This is an optimization exercise on Yosys and OpenROAD, whose aim is small area, not a production implementation.
Only the layout flow was run in this run; the RTL was not checked for function there.
Power is estimated from default activity; no workload was simulated.

==> design.v <==
package rf_pkg;
    localparam int DEFAULT_XLEN  = 32;
    localparam int DEFAULT_DEPTH = 32;
    localparam int REG_ADDR_W    = $clog2(DEFAULT_DEPTH);
    localparam int ZERO_REG      = 0;
endpackage : rf_pkg
module rf_scoreboard
#(
    parameter int REG_FILE_DEPTH = rf_pkg::DEFAULT_DEPTH,
    parameter int ADDR_W         = $clog2(REG_FILE_DEPTH),
    parameter int NUM_RD         = 2,
    parameter int NUM_WR         = 1,
    parameter int BYPASS         = 1
) (
    input  logic                     clk,
    input  logic                     reset_n,
    input  logic                     flush,
    input  logic                     issue_en,
    input  logic [ADDR_W-1:0]        issue_addr,
    input  logic [NUM_WR-1:0]        wr_valid,
    input  logic [NUM_WR*ADDR_W-1:0] wr_addr,
    input  logic [NUM_RD*ADDR_W-1:0] rd_addr,
    output logic [NUM_RD-1:0]        rd_busy
);
    logic [REG_FILE_DEPTH-1:0] pending;
    logic [REG_FILE_DEPTH-1:0] set_vec;
    logic [REG_FILE_DEPTH-1:0] clr_vec;
    always_comb begin
        set_vec = '0;
        clr_vec = '0;
        if (issue_en && issue_addr != ADDR_W'(rf_pkg::ZERO_REG) && int'(issue_addr) < REG_FILE_DEPTH)
            set_vec[issue_addr] = 1'b1;
        for (int k = 0; k < NUM_WR; k++) begin
            if (wr_valid[k])
                clr_vec[wr_addr[k*ADDR_W +: ADDR_W]] = 1'b1;
        end
    end
    always_ff @(posedge clk or negedge reset_n) begin
        if (!reset_n)
            pending <= '0;
        else if (flush)
            pending <= '0;
        else
            pending <= (pending & ~clr_vec) | set_vec;
    end
    always_comb begin
        rd_busy = '0;
        for (int i = 0; i < NUM_RD; i++) begin
            if (int'(rd_addr[i*ADDR_W +: ADDR_W]) < REG_FILE_DEPTH)
                rd_busy[i] = pending[rd_addr[i*ADDR_W +: ADDR_W]]
                             && !(BYPASS != 0 && clr_vec[rd_addr[i*ADDR_W +: ADDR_W]]);
        end
    end
endmodule
module register_file_mp
#(
    parameter int XLEN              = rf_pkg::DEFAULT_XLEN,
    parameter int REG_FILE_DEPTH    = rf_pkg::DEFAULT_DEPTH,
    parameter int REG_FILE_ADDR_LEN = $clog2(REG_FILE_DEPTH),
    parameter int NUM_RD            = 2,
    parameter int NUM_WR            = 1,
    parameter int BYPASS            = 1
) (
    input  logic                                clk,
    input  logic                                reset_n,
    input  logic [NUM_WR-1:0]                   wr_en,
    input  logic [NUM_WR*REG_FILE_ADDR_LEN-1:0] wr_addr,
    input  logic [NUM_WR*XLEN-1:0]              wr_data,
    input  logic [NUM_RD*REG_FILE_ADDR_LEN-1:0] rd_addr,
    output logic [NUM_RD*XLEN-1:0]              rd_data,
    output logic [NUM_RD-1:0]                   rd_busy,
    input  logic                                issue_en,
    input  logic [REG_FILE_ADDR_LEN-1:0]        issue_addr,
    input  logic                                flush
);
    localparam int AW = REG_FILE_ADDR_LEN;
    logic [XLEN-1:0]   regs [REG_FILE_DEPTH];
    logic [NUM_WR-1:0] wr_valid;
    always_comb begin
        wr_valid = '0;
        for (int k = 0; k < NUM_WR; k++) begin
            wr_valid[k] = wr_en[k]
                          && wr_addr[k*AW +: AW] != AW'(rf_pkg::ZERO_REG)
                          && int'(wr_addr[k*AW +: AW]) < REG_FILE_DEPTH;
        end
    end
    always_ff @(posedge clk or negedge reset_n) begin
        if (!reset_n) begin
            for (int r = 0; r < REG_FILE_DEPTH; r++)
                regs[r] <= '0;
        end else begin
            for (int k = 0; k < NUM_WR; k++) begin
                if (wr_valid[k])
                    regs[wr_addr[k*AW +: AW]] <= wr_data[k*XLEN +: XLEN];
            end
        end
    end
    always_comb begin
        rd_data = '0;
        for (int i = 0; i < NUM_RD; i++) begin
            if (rd_addr[i*AW +: AW] != AW'(rf_pkg::ZERO_REG) && int'(rd_addr[i*AW +: AW]) < REG_FILE_DEPTH)
                rd_data[i*XLEN +: XLEN] = regs[rd_addr[i*AW +: AW]];
            if (BYPASS != 0 && reset_n) begin
                for (int k = 0; k < NUM_WR; k++) begin
                    if (wr_valid[k] && wr_addr[k*AW +: AW] == rd_addr[i*AW +: AW])
                        rd_data[i*XLEN +: XLEN] = wr_data[k*XLEN +: XLEN];
                end
            end
        end
    end
    rf_scoreboard #(
        .REG_FILE_DEPTH (REG_FILE_DEPTH),
        .ADDR_W         (AW),
        .NUM_RD         (NUM_RD),
        .NUM_WR         (NUM_WR),
        .BYPASS         (BYPASS)
    ) u_scoreboard (
        .clk        (clk),
        .reset_n    (reset_n),
        .flush      (flush),
        .issue_en   (issue_en),
        .issue_addr (issue_addr),
        .wr_valid   (wr_valid),
        .wr_addr    (wr_addr),
        .rd_addr    (rd_addr),
        .rd_busy    (rd_busy)
    );
endmodule
==> run.sh <==
#!/bin/bash
# synth_recipe.tcl (not shown) runs the flow's synth.tcl, then flattens the netlist and writes it again
# the make line also repeats each setting of config.mk as NAME=value (left out here)
make -C /OpenROAD-flow-scripts/flow DESIGN_CONFIG=/design/flow/config.mk WORK_HOME=/design/flow/orfs CLKGATE_MAP_FILE= SYNTH_SCRIPT=/design/flow/synth_recipe.tcl finish
==> config.mk <==
export PLATFORM = sky130hd
export DESIGN_NAME = register_file_mp
export DESIGN_NICKNAME = register_file_mp
export VERILOG_FILES = /design/flow/design.v
export SDC_FILE = /design/flow/constraint.sdc
export NUM_CORES = 4
export LEC_CHECK = 0
export CAP_MARGIN = 20
export CORE_MARGIN = 2
export CORE_UTILIZATION = 30
export PLACE_DENSITY = 0.4
export SLEW_MARGIN = 20
==> constraint.sdc <==
create_clock -name core_clock -period 8.0 [get_ports {clk}]
set_input_delay 1.6000 -clock core_clock [delete_from_list [all_inputs] [get_ports {clk}]]
set_output_delay 1.6000 -clock core_clock [all_outputs]
set_load 0.01 [all_outputs]
==> summary.txt <==
Logic synthesis
  • Yosys warning count: 3
  • Synth top cells by count: dfrtp_1 (1024), mux2_2 (1001), a22oi_1 (801), nand2_1 (284), clkbuf_1 (223)
  • Post-Synthesis Cells: 4596
  • Post-synth EDFFs: 0
  • Distinct cells, synth: approximately 80
  • Ys flop type: dfrtp_1
  • Synth top area share: 48.5%
  • Avg Cell Area, Syn: roughly 11 µm²
  • Most common cell in the netlist: dfrtp_1
  • Synthesized Nets: 4663
  • Flop and latch count out of synthesis: approximately 1000
  • Mapped Area: approximately 53000 µm²
  • Post-synth ARST share: 100%
  • Synth area leader: dfrtp_1
  • Synth top area cells: dfrtp_1 (49%), mux2_2 (21%), a22oi_1 (11%), nand2_1 (2.0%), clkbuf_1 (1.6%)
  • Seq/Total Area, Yosys: slightly below 50%

Detailed routing
  • Met2 wire len: 134000 µm
  • Met3 WL: ~29000 µm
  • Top Metal Used: met5
  • Detail Route Antenna Nets: 0
  • DR vias: around 47000
  • Via/cell ratio: approximately 6.6
  • DRT iter0 DRCs: between 6000 and 7000
  • Routed WL per cell: 43.0 µm
  • M1 WL: roughly 120000 µm
  • Pre-antenna DRT Iters: 9
  • Detailed Route WL: ~300000 µm
  • Remaining DRCs: 0

Floorplanning
  • Die Y-Extent: 424 µm
  • I/O pin count: ~120
  • Core ar.: between 150000 and 200000 µm²
  • Starting Density: a little under a third
  • Full die area: 179000 µm²
  • Rows: around 150
  • Die X: 424 µm

Global routing
  • Pin count of the biggest net entering global routing: 166
  • Grt total ovfl: 0
  • First-pass GRT wire length: 412000 µm
  • Antenna violations before repair: 9
  • Vias in the first global route: roughly 46000
  • Gr usage total: approximately 33%

STA
  • Setup violators final: 0
  • Slew headroom: around 14%
  • Worst Hold Margin: approximately 530 ps
  • Total negative slack: 0 ps
  • Slew @ Worst Pin: ~1300 ps
  • RSZ-0062 raised after global routing: no
  • Final hold violation count: 0
  • Clock skew: 0 ps
  • F_max: 133 MHz
  • Max Slew Vio Count: 0
  • Fin crit share: between 90 and 100%
  • Final min period: about 7500 ps

Clocking
  • Worst-skew pair later-pin latency: slightly above 800 ps
  • TritonCTS clock tree: built
  • CTS Buffer Depth: 3
  • Num Clock Sinks: just over 1000
  • Worst-path clk slew: around 60 ps
  • CTS Hold Bufs: 0
  • Setup Buffers After CTS: 0
  • Post_cts resized: 0
  • H-tree Lvls: 3
  • Num CTS Buffers: between 100 and 150
  • Root Buffer: clkbuf_16

Worst setup path
  • Crit-path max FO: 17
  • Data required time at the worst endpoint: about 6400 ps
  • Worst setup SP type: input port
  • Critical path type: input port to output pin
  • CP Capture Type: output pin
  • CP arrival: slightly below 6000 ps

Run status
  • Status: complete, no violations

Min path
  • Worst hold path class: flop to flop

Place
  • Port Buffers: 122
  • HPWL after DPL: about 190000 µm
  • GPL Wtd Cong: 0.918

Power and ir drop
  • PwrDens: ~240 nW/µm²
  • Pleak: 26.7 nW
  • Worst VDD drop: 210 µV

Finish
  • Layout area overhead: 17.9%
  • Storage element area: about 26000 µm²
  • Nets: around 4700
  • Fillers: 17300
  • Post-route core utilization: a little over a third
  • Area of the multi-input gates: ~26000 µm²
  • Share of layout cells above drive strength 1: about a third

Run
  • Max cap viols: 0
## worst max-delay path: stages
cell             delay [ps]
buf_2                   450
nand2b_1                740
nor2_4                  370
buf_4                   340
a22o_1                  260
a221oi_1                250
nand3_1                 130
nor4_1                 1000
o31ai_1                 120
clkdlybuf4s50_1         590
## final timing paths
path                         startpoint           end  slack [ps]  cells after the start
max                          rd_addr[6]   rd_data[35]         500                     10
min                         regs[6][20]   regs[6][20]         530                      1
max reg2reg                regs[30][17]  regs[30][17]        7050                      1
min reg2reg                 regs[6][20]   regs[6][20]         530                      1
max in group asynchronous       reset_n  regs[15][19]        3310                      5
min in group asynchronous       reset_n   regs[23][1]         830                      1
## cell usage in the layout (no fill, tap or decap), types with 69 or more instances in the layout
master	count
dfrtp_1	1024
mux2_2	1001
a22oi_1	801
nand2_1	268
buf_4	260
nand3_1	130
clkbuf_16	121
clkdlybuf4s50_1	103
a21oi_1	96
nand4_1	90
a221oi_1	75
a22o_1	70
nor2_4	69
## metrics by stage
step | area, µm² | instances | worst slack [ps] | power (mW)
final | 62200 | 7106 | 502 | 15.2
after global routing | 62200 | 7097 | 500 | 15.7
after CTS | 62200 | 7095 | 677 | 15.2
after detailed placement | 58200 | 6877 | 701 | 9.48
after global placement | 58200 | 6875 | 703 | 9.46
after floorplan | 52800 | 4596 | 2210 | 8.19
## per-layer routing
layer | global-route usage, % | up-vias
met2 | 50.5 | 3247
met1 | 43.5 | 24500
met4 | 18.9 | 8
li1 | - | 17900
met3 | 7.73 | 937
met5 | 0 | -
## registers in the layout (all words and copies together), names as in the netlist
| register | cells |
|---|---|
| regs | 992 |
| u_scoreboard.pending | 32 |
## logic make-up after synthesis
group / Yosys count / share of synthesized area, %
DFF: 1024 / 48.5
adders and majority gates: 10 / 0.237
AOI/OAI and AO/OA: 1189 / 16.8
muxes: 1040 / 22.6
buffers and inverters: 463 / 3.68
and+or+nand+nor: 851 / 7.86
xor gates and xnor gates: 19 / 0.365
## cell type report
cell class              count  area share [%]
diodes                     11          0.0442
multi-input cells        3109            41.7
clock buffers             174            5.67
well taps                2325            4.67
inverters                  10          0.0603
flip-flops and latches   1024            41.2
clock inverters            44           0.810
repair buffers            409            5.85
## where the power goes
group	internal, mW	switching [mW]	total, mW	leakage (nW)
clock network	3.22	2.50	5.72	1.98
registers	6.17	1.05	7.21	13.2
logic	1.14	1.12	2.26	11.5

-- what the ideal ports hide --
Ports are ideal in the flow. The routed layout listed here was re-timed in OpenROAD. Step 1 (the two cells are an assumption about what drives the block):
set clk [get_ports {clk}]
set_driving_cell -lib_cell sky130_fd_sc_hd__clkbuf_16 $clk
set_driving_cell -lib_cell sky130_fd_sc_hd__buf_2 [delete_from_list [all_inputs] $clk]
Step 2 times the ports against the registers' clock, not the clock port: input delays grow and output delays shrink by t, the midpoint of the rising clock arrivals with the driver on. a / b / c = no drivers / after step 1 / after step 2; a / b = the first two.
shift t [ns]: 0.870
slack for setup (ns): 0.502 / 0.479 / 0.479
worst data-port slew with drivers (ns): 0.18
After both steps this run still meets setup and hold. The setup slack of this run moves by -0.023 ns with the drivers and by -0.023 ns with both steps.
